Background: an optimization exercise with open tools, aiming at small area. Do not read the settings as production practice. RTL that was checked went through simulation tests only; none was proved equivalent to the original. No activity file was given, so power comes from the tool's default toggle rates.

==> v18 <==
==> flow/design.v <==
`timescale 1ns/10ps
package vid_pkg;
    typedef enum logic [2:0] {
        CMD_IDLE       = 3'd0,
        CMD_DATA       = 3'd1,
        CMD_READ       = 3'd2,
        CMD_DATA_FIRST = 3'd3,
        CMD_WRITE      = 3'd4
    } bus_cmd_e;
    typedef enum logic [1:0] {
        LEN_1  = 2'd0,
        LEN_4  = 2'd1,
        LEN_8  = 2'd2,
        LEN_16 = 2'd3
    } burst_len_e;
    typedef struct packed {
        logic [24:0] reserved;
        logic        enable;
        logic [5:0]  pclk;       
    } ctrl_reg_t;
    typedef struct packed {
        logic [13-1:0] h_size;
        logic [13-1:0] h_end;      
    } h_timing_t;
    typedef struct packed {
        logic [13-1:0] hsync_start;
        logic [13-1:0] hsync_end;
    } h_sync_t;
    typedef struct packed {
        logic [13-1:0] v_size;
        logic [13-1:0] v_end;      
    } v_timing_t;
    typedef struct packed {
        logic [13-1:0] vsync_start;
        logic [13-1:0] vsync_end;
    } v_sync_t;
    typedef struct packed {
        ctrl_reg_t   ctrl;
        h_timing_t   h1;
        h_sync_t     h2;
        v_timing_t   v1;
        v_sync_t     v2;
        logic [31:0] base;
        logic [31:0] line_inc;
    } vid_cfg_t;
    typedef struct packed {
        logic [7:0] r;
        logic [7:0] g;
        logic [7:0] b;
    } pixel_t;
    typedef struct packed {
        logic hsync;
        logic hblank;
        logic vsync;
        logic vblank;
    } sync_t;
    typedef enum logic {
        WR_ADDR,
        WR_DATA
    } write_state_e;
    typedef enum logic [1:0] {
        FETCH_IDLE,
        FETCH_REQ,
        FETCH_DATA
    } fetch_state_e;
endpackage
`timescale 1ns/10ps
module vid_regs (
    input  logic                  clk,
    input  logic                  reset,
    input  logic                  sel,
    input  logic [2:0]            cmd_in,
    input  logic [31:0]           addr_data_in,
    output logic                  enable,
    output logic [5:0]            pclk,
    output logic [13-1:0] h_size,
    output logic [13-1:0] h_end,
    output logic [13-1:0] hs_start,
    output logic [13-1:0] hs_end,
    output logic [13-1:0] v_size,
    output logic [13-1:0] v_end,
    output logic [13-1:0] vs_start,
    output logic [13-1:0] vs_end,
    output logic [31:0]           base,
    output logic [31:0]           line_inc,
    output logic                  hs_ok,
    output logic                  vs_ok
);
    logic [2:0] wsel;            
    logic [2:0] wsel_next;
    always_comb begin
        wsel_next = 3'd0;
        if (sel && cmd_in == 3'd4) begin
            case (addr_data_in[7:0])
                8'h00:     wsel_next = 3'd1;
                8'h28:       wsel_next = 3'd2;
                8'h30:       wsel_next = 3'd3;
                8'h38:       wsel_next = 3'd4;
                8'h40:       wsel_next = 3'd5;
                8'h48:     wsel_next = 3'd6;
                8'h50: wsel_next = 3'd7;
                default:           wsel_next = 3'd0;
            endcase
        end
    end
    always_ff @(posedge clk or posedge reset) begin
        if (reset) begin
            wsel <= 3'd0;
        end else begin
            wsel <= wsel_next;
        end
    end
    always_ff @(posedge clk or posedge reset) begin
        if (reset) begin
            enable   <= 1'b0;
            h_size   <= '0;
            v_size   <= '0;
            hs_ok    <= 1'b0;
            vs_ok    <= 1'b0;
            base     <= '0;
            line_inc <= '0;
        end else begin
            case (wsel)
                3'd1: enable   <= addr_data_in[6];
                3'd2: h_size   <= addr_data_in[25:13];
                3'd3: hs_ok    <= 1'b1;
                3'd4: v_size   <= addr_data_in[25:13];
                3'd5: vs_ok    <= 1'b1;
                3'd6: base     <= addr_data_in;
                3'd7: line_inc <= addr_data_in;
                default: ;
            endcase
        end
    end
    always_ff @(posedge clk) begin
        case (wsel)
            3'd1: pclk                <= addr_data_in[5:0];
            3'd2: h_end               <= addr_data_in[12:0];
            3'd3: {hs_start, hs_end}  <= addr_data_in[25:0];
            3'd4: v_end               <= addr_data_in[12:0];
            3'd5: {vs_start, vs_end}  <= addr_data_in[25:0];
            default: ;
        endcase
    end
endmodule
`timescale 1ns/10ps
module vid_fetch (
    input  logic                  clk,
    input  logic                  reset,
    input  logic                  enable,
    input  logic [13-1:0] h_size,
    input  logic [13-1:0] v_size,
    input  logic [31:0]           base,
    input  logic [31:0]           line_inc,
    input  logic [2:0]            cmd_in,
    input  logic                  fifo_half_full,
    output logic [1:0]            req,
    output logic [2:0]            cmd_out,
    output logic [1:0]            len_out,
    output logic [31:0]           addr_data_out,
    output logic                  push
);
    localparam logic [1:0] F_IDLE = 2'd0;
    localparam logic [1:0] F_REQ  = 2'd1;
    localparam logic [1:0] F_DATA = 2'd2;
    logic [1:0]            state;
    logic                  rd;           
    logic [13-1:0] col;          
    logic [13-1:0] remain;       
    logic [13-1:0] lines_left;   
    logic [31:0]           line_addr;    
    logic [1:0]            cur_len;
    logic [1:0]            next_len;
    logic [4:0]            cur_words;
    logic [4:0]            beat_cnt;
    logic                  burst_done;
    assign remain = h_size - col;
    always_comb begin
        if (remain[13-1:4] != '0) begin
            next_len = 2'd3;
        end else if (remain[3]) begin
            next_len = 2'd2;
        end else if (remain[2]) begin
            next_len = 2'd1;
        end else begin
            next_len = 2'd0;
        end
    end
    always_comb begin
        case (cur_len)
            2'd3:    cur_words = 5'd16;
            2'd2:    cur_words = 5'd8;
            2'd1:    cur_words = 5'd4;
            default: cur_words = 5'd1;
        endcase
    end
    assign push       = cmd_in[0];
    assign burst_done = (state == F_DATA) && (beat_cnt == cur_words) &&
                        !cmd_in[0] && !cmd_in[2];
    assign req           = {rd, rd};
    assign cmd_out       = {1'b0, rd, 1'b0};
    assign len_out       = rd ? cur_len : 2'd0;
    assign addr_data_out = rd ? line_addr + {17'd0, col, 2'b00} : 32'd0;
    always_ff @(posedge clk or posedge reset) begin
        if (reset) begin
            state <= F_IDLE;
            rd    <= 1'b0;
        end else begin
            rd <= (state == F_REQ);
            case (state)
                F_IDLE: begin
                    if (enable && !fifo_half_full && h_size != '0 && v_size != '0) begin
                        state <= F_REQ;
                    end
                end
                F_REQ: begin
                    state <= F_DATA;
                end
                default: begin
                    if (burst_done) begin
                        state <= F_IDLE;
                    end
                end
            endcase
        end
    end
    always_ff @(posedge clk) begin
        if (state == F_IDLE) begin
            if (!enable) begin
                col        <= '0;
                lines_left <= v_size;
                line_addr  <= base;
            end
        end else if (state == F_REQ) begin
            cur_len  <= next_len;
            beat_cnt <= '0;
        end else begin
            if (push) begin
                beat_cnt <= beat_cnt + 5'd1;
            end
            if (burst_done) begin
                if (remain == 13'(cur_words)) begin
                    col <= '0;
                    if (lines_left == 13'(1)) begin
                        lines_left <= v_size;
                        line_addr  <= base;
                    end else begin
                        lines_left <= lines_left - 1'b1;
                        line_addr  <= line_addr + line_inc;
                    end
                end else begin
                    col <= col + 13'(cur_words);
                end
            end
        end
    end
endmodule
`timescale 1ns/10ps
module vid_fifo (
    input  logic        clk,
    input  logic        reset,
    input  logic        push,
    input  logic [23:0] push_data,
    input  logic        pop,
    output logic [23:0] front_data,
    output logic        empty,
    output logic        half_full
);
    logic [23:0] mem [1:31];
    logic [4:0]  wr_ptr;
    logic [4:0]  rd_ptr;
    logic [4:0]  count;
    function automatic logic [4:0] step(logic [4:0] p);
        step = {p[3:0], p[4] ^ p[2]};
    endfunction
    always_ff @(posedge clk) begin
        if (push) begin
            mem[wr_ptr] <= push_data;
        end
    end
    always_ff @(posedge clk or posedge reset) begin
        if (reset) begin
            wr_ptr <= 5'd1;
            rd_ptr <= 5'd1;
            count  <= '0;
        end else begin
            if (push) begin
                wr_ptr <= step(wr_ptr);
            end
            if (pop) begin
                rd_ptr <= step(rd_ptr);
            end
            case ({push, pop})
                2'b10:   count <= count + 1'b1;
                2'b01:   count <= count - 1'b1;
                default: count <= count;
            endcase
        end
    end
    always_comb begin
        front_data = '0;
        for (int i = 1; i < 32; i++) begin
            front_data = front_data | (mem[i] & {24{rd_ptr == 5'(i)}});
        end
    end
    assign empty      = (count == '0);
    assign half_full  = count[4];
endmodule
`timescale 1ns/10ps
module vid_timing (
    input  logic                  clk,
    input  logic                  reset,
    input  logic                  enable,
    input  logic [5:0]            pclk,
    input  logic [13-1:0] h_size,
    input  logic [13-1:0] h_end,
    input  logic [13-1:0] hs_start,
    input  logic [13-1:0] hs_end,
    input  logic [13-1:0] v_size,
    input  logic [13-1:0] v_end,
    input  logic [13-1:0] vs_start,
    input  logic [13-1:0] vs_end,
    input  logic                  hs_ok,
    input  logic                  vs_ok,
    input  logic                  empty,
    input  logic [23:0]           front_data,
    output logic                  pop,
    output logic [23:0]           pixel,
    output logic [3:0]            sync
);
    logic                  run;
    logic [5:0]            div_cnt;
    logic [13-1:0] col;
    logic [13-1:0] line;
    logic                  first_tick;
    logic                  last_tick;
    logic                  hact;
    logic                  vact;
    logic                  active;
    logic                  stall;
    logic [3:0]            sync_next;
    assign first_tick = (div_cnt == '0);
    assign last_tick  = (pclk[5:1] == '0) || (div_cnt == pclk - 6'd1);
    assign hact       = (col < h_size);
    assign vact       = (line < v_size);
    assign active     = hact && vact;
    assign stall      = first_tick && active && empty;
    assign pop = !empty && (!enable || (run && first_tick && active));
    assign sync_next = {hs_ok && (col >= hs_start) && (col < hs_end), !hact,
                        vs_ok && (line >= vs_start) && (line < vs_end), !vact};
    always_ff @(posedge clk or posedge reset) begin
        if (reset) begin
            run     <= 1'b0;
            div_cnt <= '0;
            col     <= '0;
            line    <= '0;
            pixel   <= '0;
            sync    <= '0;
        end else if (!run) begin
            div_cnt <= '0;
            col     <= '0;
            line    <= '0;
            pixel   <= '0;
            sync    <= '0;
            if (enable && !empty) begin
                run <= 1'b1;
            end
        end else if (!enable) begin
            run   <= 1'b0;
            pixel <= '0;
            sync  <= '0;
        end else if (!stall) begin
            sync <= sync_next;
            if (!active) begin
                pixel <= '0;
            end else if (first_tick) begin
                pixel <= front_data;
            end
            if (last_tick) begin
                div_cnt <= '0;
                if (col == h_end) begin
                    col <= '0;
                    if (line == v_end) begin
                        line <= '0;
                    end else begin
                        line <= line + 1'b1;
                    end
                end else begin
                    col <= col + 1'b1;
                end
            end else begin
                div_cnt <= div_cnt + 6'd1;
            end
        end
    end
endmodule
`timescale 1ns/10ps
module vid_top (
    input  logic        clk,
    input  logic        reset,
    input  logic        sel,
    input  logic [2:0]  cmd_in,          
    input  logic [1:0]  len_in,          
    input  logic [31:0] addr_data_in,
    output logic [1:0]  req,
    output logic [2:0]  cmd_out,         
    output logic [1:0]  len_out,         
    output logic [31:0] addr_data_out,
    output logic [23:0] pixel,           
    output logic [3:0]  sync             
);
    logic                  enable;
    logic [5:0]            pclk;
    logic [13-1:0] h_size, h_end, hs_start, hs_end;
    logic [13-1:0] v_size, v_end, vs_start, vs_end;
    logic [31:0]           base, line_inc;
    logic                  hs_ok, vs_ok;
    logic                  fifo_push;
    logic                  fifo_pop;
    logic [23:0]           fifo_front;
    logic                  fifo_empty;
    logic                  fifo_half_full;
    vid_regs u_vid_regs (
        .clk          (clk),
        .reset        (reset),
        .sel          (sel),
        .cmd_in       (cmd_in),
        .addr_data_in (addr_data_in),
        .enable       (enable),
        .pclk         (pclk),
        .h_size       (h_size),
        .h_end        (h_end),
        .hs_start     (hs_start),
        .hs_end       (hs_end),
        .v_size       (v_size),
        .v_end        (v_end),
        .vs_start     (vs_start),
        .vs_end       (vs_end),
        .base         (base),
        .line_inc     (line_inc),
        .hs_ok        (hs_ok),
        .vs_ok        (vs_ok)
    );
    vid_fetch u_vid_fetch (
        .clk            (clk),
        .reset          (reset),
        .enable         (enable),
        .h_size         (h_size),
        .v_size         (v_size),
        .base           (base),
        .line_inc       (line_inc),
        .cmd_in         (cmd_in),
        .fifo_half_full (fifo_half_full),
        .req            (req),
        .cmd_out        (cmd_out),
        .len_out        (len_out),
        .addr_data_out  (addr_data_out),
        .push           (fifo_push)
    );
    vid_fifo u_vid_fifo (
        .clk        (clk),
        .reset      (reset),
        .push       (fifo_push),
        .push_data  (addr_data_in[23:0]),
        .pop        (fifo_pop),
        .front_data (fifo_front),
        .empty      (fifo_empty),
        .half_full  (fifo_half_full)
    );
    vid_timing u_vid_timing (
        .clk        (clk),
        .reset      (reset),
        .enable     (enable),
        .pclk       (pclk),
        .h_size     (h_size),
        .h_end      (h_end),
        .hs_start   (hs_start),
        .hs_end     (hs_end),
        .v_size     (v_size),
        .v_end      (v_end),
        .vs_start   (vs_start),
        .vs_end     (vs_end),
        .hs_ok      (hs_ok),
        .vs_ok      (vs_ok),
        .empty      (fifo_empty),
        .front_data (fifo_front),
        .pop        (fifo_pop),
        .pixel      (pixel),
        .sync       (sync)
    );
endmodule
==> flow/run.sh <==
#!/bin/bash
# synth_recipe.tcl (not shown) runs the flow's synth.tcl, then flattens the netlist and writes it again
# the make line also repeats each setting of config.mk as NAME=value (left out here)
make -C /OpenROAD-flow-scripts/flow DESIGN_CONFIG=/design/flow/config.mk WORK_HOME=/design/flow/orfs CLKGATE_MAP_FILE= SYNTH_SCRIPT=/design/flow/synth_recipe.tcl finish
==> flow/config.mk <==
export PLATFORM = sky130hd
export DESIGN_NAME = vid_top
export DESIGN_NICKNAME = vid_top
export VERILOG_FILES = /design/flow/design.v
export SDC_FILE = /design/flow/constraint.sdc
export NUM_CORES = 4
export LEC_CHECK = 0
export CAP_MARGIN = 20
export CORE_MARGIN = 2
export CORE_UTILIZATION = 60
export CTS_BUF_LIST = sky130_fd_sc_hd__clkbuf_4
export SLEW_MARGIN = 20
==> flow/constraint.sdc <==
create_clock -name core_clock -period 8.0 [get_ports {clk}]
set_input_delay 1.6000 -clock core_clock [delete_from_list [all_inputs] [get_ports {clk}]]
set_output_delay 1.6000 -clock core_clock [all_outputs]
set_load 0.01 [all_outputs]
==> v5: changes against v18 <==
--- a/flow/design.v
+++ b/flow/design.v
@@ -82,9 +82,7 @@
     output logic [13-1:0] vs_start,
     output logic [13-1:0] vs_end,
     output logic [31:0]           base,
-    output logic [31:0]           line_inc,
-    output logic                  hs_ok,
-    output logic                  vs_ok
+    output logic [31:0]           line_inc
 );
     logic [2:0] wsel;            
     logic [2:0] wsel_next;
@@ -113,35 +111,30 @@
     always_ff @(posedge clk or posedge reset) begin
         if (reset) begin
             enable   <= 1'b0;
+            pclk     <= '0;
             h_size   <= '0;
+            h_end    <= '0;
+            hs_start <= '0;
+            hs_end   <= '0;
             v_size   <= '0;
-            hs_ok    <= 1'b0;
-            vs_ok    <= 1'b0;
+            v_end    <= '0;
+            vs_start <= '0;
+            vs_end   <= '0;
             base     <= '0;
             line_inc <= '0;
         end else begin
             case (wsel)
-                3'd1: enable   <= addr_data_in[6];
-                3'd2: h_size   <= addr_data_in[25:13];
-                3'd3: hs_ok    <= 1'b1;
-                3'd4: v_size   <= addr_data_in[25:13];
-                3'd5: vs_ok    <= 1'b1;
-                3'd6: base     <= addr_data_in;
-                3'd7: line_inc <= addr_data_in;
+                3'd1: {enable, pclk}      <= addr_data_in[6:0];
+                3'd2: {h_size, h_end}     <= addr_data_in[25:0];
+                3'd3: {hs_start, hs_end}  <= addr_data_in[25:0];
+                3'd4: {v_size, v_end}     <= addr_data_in[25:0];
+                3'd5: {vs_start, vs_end}  <= addr_data_in[25:0];
+                3'd6: base                <= addr_data_in;
+                3'd7: line_inc            <= addr_data_in;
                 default: ;
             endcase
         end
     end
-    always_ff @(posedge clk) begin
-        case (wsel)
-            3'd1: pclk                <= addr_data_in[5:0];
-            3'd2: h_end               <= addr_data_in[12:0];
-            3'd3: {hs_start, hs_end}  <= addr_data_in[25:0];
-            3'd4: v_end               <= addr_data_in[12:0];
-            3'd5: {vs_start, vs_end}  <= addr_data_in[25:0];
-            default: ;
-        endcase
-    end
 endmodule
 `timescale 1ns/10ps
 module vid_fetch (
@@ -165,16 +158,16 @@
     localparam logic [1:0] F_DATA = 2'd2;
     logic [1:0]            state;
     logic                  rd;           
-    logic [13-1:0] col;          
     logic [13-1:0] remain;       
     logic [13-1:0] lines_left;   
     logic [31:0]           line_addr;    
+    logic [31:0]           addr;         
     logic [1:0]            cur_len;
     logic [1:0]            next_len;
     logic [4:0]            cur_words;
     logic [4:0]            beat_cnt;
     logic                  burst_done;
-    assign remain = h_size - col;
+    logic [31:0]           next_line;
     always_comb begin
         if (remain[13-1:4] != '0) begin
             next_len = 2'd3;
@@ -197,10 +190,11 @@
     assign push       = cmd_in[0];
     assign burst_done = (state == F_DATA) && (beat_cnt == cur_words) &&
                         !cmd_in[0] && !cmd_in[2];
+    assign next_line  = line_addr + line_inc;
     assign req           = {rd, rd};
     assign cmd_out       = {1'b0, rd, 1'b0};
     assign len_out       = rd ? cur_len : 2'd0;
-    assign addr_data_out = rd ? line_addr + {17'd0, col, 2'b00} : 32'd0;
+    assign addr_data_out = rd ? addr : 32'd0;
     always_ff @(posedge clk or posedge reset) begin
         if (reset) begin
             state <= F_IDLE;
@@ -227,9 +221,10 @@
     always_ff @(posedge clk) begin
         if (state == F_IDLE) begin
             if (!enable) begin
-                col        <= '0;
+                remain     <= h_size;
                 lines_left <= v_size;
                 line_addr  <= base;
+                addr       <= base;
             end
         end else if (state == F_REQ) begin
             cur_len  <= next_len;
@@ -240,16 +235,19 @@
             end
             if (burst_done) begin
                 if (remain == 13'(cur_words)) begin
-                    col <= '0;
+                    remain <= h_size;
                     if (lines_left == 13'(1)) begin
                         lines_left <= v_size;
                         line_addr  <= base;
+                        addr       <= base;
                     end else begin
                         lines_left <= lines_left - 1'b1;
-                        line_addr  <= line_addr + line_inc;
+                        line_addr  <= next_line;
+                        addr       <= next_line;
                     end
                 end else begin
-                    col <= col + 13'(cur_words);
+                    remain <= remain - 13'(cur_words);
+                    addr   <= addr + {25'd0, cur_words, 2'b00};
                 end
             end
         end
@@ -297,12 +295,7 @@
             endcase
         end
     end
-    always_comb begin
-        front_data = '0;
-        for (int i = 1; i < 32; i++) begin
-            front_data = front_data | (mem[i] & {24{rd_ptr == 5'(i)}});
-        end
-    end
+    assign front_data = mem[rd_ptr];
     assign empty      = (count == '0);
     assign half_full  = count[4];
 endmodule
@@ -320,8 +313,6 @@
     input  logic [13-1:0] v_end,
     input  logic [13-1:0] vs_start,
     input  logic [13-1:0] vs_end,
-    input  logic                  hs_ok,
-    input  logic                  vs_ok,
     input  logic                  empty,
     input  logic [23:0]           front_data,
     output logic                  pop,
@@ -346,8 +337,8 @@
     assign active     = hact && vact;
     assign stall      = first_tick && active && empty;
     assign pop = !empty && (!enable || (run && first_tick && active));
-    assign sync_next = {hs_ok && (col >= hs_start) && (col < hs_end), !hact,
-                        vs_ok && (line >= vs_start) && (line < vs_end), !vact};
+    assign sync_next = {(col >= hs_start) && (col < hs_end), !hact,
+                        (line >= vs_start) && (line < vs_end), !vact};
     always_ff @(posedge clk or posedge reset) begin
         if (reset) begin
             run     <= 1'b0;
@@ -414,7 +405,6 @@
     logic [13-1:0] h_size, h_end, hs_start, hs_end;
     logic [13-1:0] v_size, v_end, vs_start, vs_end;
     logic [31:0]           base, line_inc;
-    logic                  hs_ok, vs_ok;
     logic                  fifo_push;
     logic                  fifo_pop;
     logic [23:0]           fifo_front;
@@ -437,9 +427,7 @@
         .vs_start     (vs_start),
         .vs_end       (vs_end),
         .base         (base),
-        .line_inc     (line_inc),
-        .hs_ok        (hs_ok),
-        .vs_ok        (vs_ok)
+        .line_inc     (line_inc)
     );
     vid_fetch u_vid_fetch (
         .clk            (clk),
@@ -480,8 +468,6 @@
         .v_end      (v_end),
         .vs_start   (vs_start),
         .vs_end     (vs_end),
-        .hs_ok      (hs_ok),
-        .vs_ok      (vs_ok),
         .empty      (fifo_empty),
         .front_data (fifo_front),
         .pop        (fifo_pop),
Settings changed: CORE_UTILIZATION 60 to 40, CTS_BUF_LIST sky130_fd_sc_hd__clkbuf_4 to not set.
==> summary of the runs <==
- Against v18, the synthesized cell count of v5 is lower by about 6%.
- Via count: v18 is higher than v5 (about 15%).
- Of v5 and v18, v5 has the higher cell count (gap about 2.3%, measured against v18).
- Of v18 and v5, v18 has the higher first-iteration DRC count (gap 91%, measured against v5).
- Routed wire length: v18 is higher than v5 (about 14%).
- In v5 the core utilization is lower than in v18, by 23 points.
- Sequential power: v18 is smaller than v5 (about 1%).
- Of v18 and v5, v18 has the higher sequential share of layout area (gap 2.7 points).
- Against v5, the die area of v18 is smaller by 37%.
- Between v5 and v18, the lower combinational power is in v5 (gap 29%, measured against v18).
- Against v18, the worst setup slack of v5 is higher by 2.0 ns.
Only the layout flow was run in v18; the RTL was not checked for function there.

[afterwards: timing with drivers on the ports]
Ports are ideal in the flow. The routed layouts listed here were re-timed in OpenROAD. Step 1: set_driving_cell puts a clkbuf_16 on clk and a buf_2 on each other input, an assumption about the parent block. Step 2, shift: input delay + t, output delay - t, t = (earliest + latest rising clock arrival at the registers) / 2. This alone moves slack from input paths to output paths. a / b / c = ideal / step 1 / step 2; a / b = the first two.
| run | t, ns | setup slack, ns | worst data-port slew with drivers (ns) |
|---|---|---|---|
| v18 | 1.146 | 1.584 / 1.513 / 2.659 | 0.08 |
| v5 | 0.762 | 3.575 / 3.575 / 3.076 | 0.04 |
After both steps every run listed still meets setup and hold. The setup slack of v5, which loses most, moves by 0.000 ns with the drivers and by -0.499 ns with both steps.
